What follows belongs to an exercise in optimizing a design on an open flow for small area and a short achievable clock period; a production flow would make more cautious choices.
Only simulation tests tie the RTL to the original design; equivalence was not proved.

## before
## pressure_count_linearizer
module pressure_count_linearizer (
    input  logic                  clk,
    input  logic                  rst_n,
    input  logic                  cfg_we,
    input  logic [pcl_pkg::CFG_IDX_W-1:0]  cfg_index,
    input  logic [pcl_pkg::CFG_DATA_W-1:0] cfg_data,
    input  logic                  start,
    output logic                  busy,
    input  logic [pcl_pkg::COUNT_W-1:0]    factory_count,
    input  logic [pcl_pkg::COUNT_W-1:0]    raw_count,
    output logic                  done,
    output logic [pcl_pkg::OUT_W-1:0]      pressure_utorr,
    output logic [pcl_pkg::RANGE_W-1:0]    display_range
);
    assign busy = 1'b0;
    logic               mode_r;
    logic signed [10:0] ot_r;
    logic signed [14:0] om_r;
    logic               we_t, we_m;
    logic [14:0]        cfg_d;
    logic signed [10:0] ot_raw, ot_cl;
    logic signed [14:0] om_raw, om_cl;
    always_ff @(posedge clk or negedge rst_n) begin
        if (!rst_n) begin
            mode_r <= 1'b0;
            we_t   <= 1'b0;
            we_m   <= 1'b0;
        end else begin
  ...
Size: about 2,400 cells after synthesis, about 90 I/O pins, ~0.024 mm² of cells after synthesis.
clock: 12.0 ns
lec_check: 0
cap_margin: 20
core_margin: 2
core_utilization: 40
slew_margin: 20
standard.sh (not shown) runs the stock make flow with config.mk's settings and CLKGATE_MAP_FILE= SYNTH_SCRIPT=/design/flow/synth_recipe.tcl, a recipe that flattens the netlist after the stock synthesis.
==> flow/flow/run.sh <==
#!/bin/bash
# Standard layout, with one netlist step between synthesis and floorplan:
# polfix.py picks the polarity of each full adder so that fewer inverters are
# needed (a full adder with all inputs inverted gives both outputs inverted).
# Registers, their names and cell types are those of the standard synthesis.
set -e
cd "$(dirname "$0")/.."
bash standard.sh synth > synth.log 2>&1
R=orfs/results/sky130hd/pressure_count_linearizer/base
cp $R/1_2_yosys.v 1_2_yosys.standard.v
python3 flow/polfix.py 1_2_yosys.standard.v $R/1_2_yosys.v > polfix.log 2>&1
touch $R/1_2_yosys.v
bash standard.sh SETUP_SLACK_MARGIN=8.3 finish > layout.log 2>&1
Other scripts of this flow, unchanged in this note and not shown: flow/flow/polfix.py
#### Input delta (after over before)
--- a/flow/flow/run.sh
+++ b/flow/flow/run.sh
@@ -13 +13 @@
-bash standard.sh SETUP_SLACK_MARGIN=8.3 finish > layout.log 2>&1
+bash standard.sh finish > layout.log 2>&1
Notes after the runs:
- A worst setup path endpoint of s2_kb[30] is what before shows, while s2_kb[36] belongs to after.
- There was hardly any difference in final max-slew violation count between before and after.
- Taking before as the reference, in after met2 global-route usage lost 0.30 points; post-synthesis to final-layout area growth lost 2.0 points; total detailed-routing wirelength lost 1.2%.
- In the flow results for after and before, the cell area is larger on before.

* * *

Another version of the RTL of pressure_count_linearizer (not shown whole).
Size in the first run: ~2300 cells after synthesis, roughly 23000 um2 of cells after synthesis.
==> flow/config.mk <==
export PLATFORM = sky130hd
export DESIGN_NAME = pressure_count_linearizer
export DESIGN_NICKNAME = pressure_count_linearizer
export VERILOG_FILES = /design/flow/design.v
export SDC_FILE = /design/flow/constraint.sdc
export NUM_CORES = 4
export LEC_CHECK = 0
export CAP_MARGIN = 20
export CORE_MARGIN = 2
export CORE_UTILIZATION = 60
export CTS_BUF_LIST = sky130_fd_sc_hd__clkbuf_4 sky130_fd_sc_hd__clkbuf_8
export CTS_CLUSTER_SIZE = 50
export SLEW_MARGIN = 20
==> flow/constraint.sdc <==
create_clock -name core_clock -period 12.0 [get_ports {clk}]
set_input_delay 2.4000 -clock core_clock [delete_from_list [all_inputs] [get_ports {clk}]]
set_output_delay 2.4000 -clock core_clock [all_outputs]
set_load 0.01 [all_outputs]
==> flow/flow/run.sh <==
#!/bin/bash
# Standard layout, with one netlist step between synthesis and floorplan:
# polfix.py picks the polarity of each full adder so that fewer inverters are
# needed (a full adder with all inputs inverted gives both outputs inverted).
# Registers, their names and cell types are those of the standard synthesis.
set -e
cd "$(dirname "$0")/.."
bash standard.sh synth > synth.log 2>&1
R=orfs/results/sky130hd/pressure_count_linearizer/base
cp $R/1_2_yosys.v 1_2_yosys.standard.v
python3 flow/polfix.py 1_2_yosys.standard.v $R/1_2_yosys.v > polfix.log 2>&1
touch $R/1_2_yosys.v
bash standard.sh SETUP_SLACK_MARGIN=8.3 finish > layout.log 2>&1
Other scripts of this flow, unchanged in this note and not shown: flow/flow/polfix.py
Edit:
--- a/flow/config.mk
+++ b/flow/config.mk
@@ -10,3 +10 @@
-export CORE_UTILIZATION = 60
-export CTS_BUF_LIST = sky130_fd_sc_hd__clkbuf_4 sky130_fd_sc_hd__clkbuf_8
-export CTS_CLUSTER_SIZE = 50
+export CORE_UTILIZATION = 40
Result: The changed run finished clean. Worst hold slack hardly moves. Via count came out lower slightly. Design area is higher by a few percent. Register-to-register slack gains 20 ps. Wire length is higher by a few percent.

-- re-timing with driven ports --
Ports are ideal in the flow. The routed layouts listed here were re-timed in OpenROAD.
Step 1, drivers: a clkbuf_16 drives clk and a buf_2 each remaining input, both assumed.
Step 2 adds t to the input delays and takes it off the output delays; t is the mean of the earliest and latest rising clock arrival at the registers after step 1. Input paths then give back, and output paths get back, about the clock's delay inside the block.
a / b / c = ideal ports / drivers / drivers and shift; a / b = the first two.
run | shift t [ns] | setup slack, ns | hold slack, ns | worst data-port slew with drivers (ns)
before | 0.631 | 8.297 / 8.297 / 7.761 | 0.353 / 0.353 / 0.353 | 0.04
after | 0.629 | 7.400 / 7.400 / 7.400 | 0.353 / 0.353 / 0.353 | 0.04
the first run of note 2 | 0.693 | 8.267 / 8.267 / 7.658 | 0.349 / 0.349 / 0.349 | 0.05
the second run of note 2 | 0.621 | 8.288 / 8.288 / 7.741 | 0.347 / 0.347 / 0.347 | 0.05
After both steps every run listed still meets setup and hold. For the first run of note 2, which loses most, drivers alone change the setup slack by 0.000 ns; drivers and shift together by -0.609 ns.
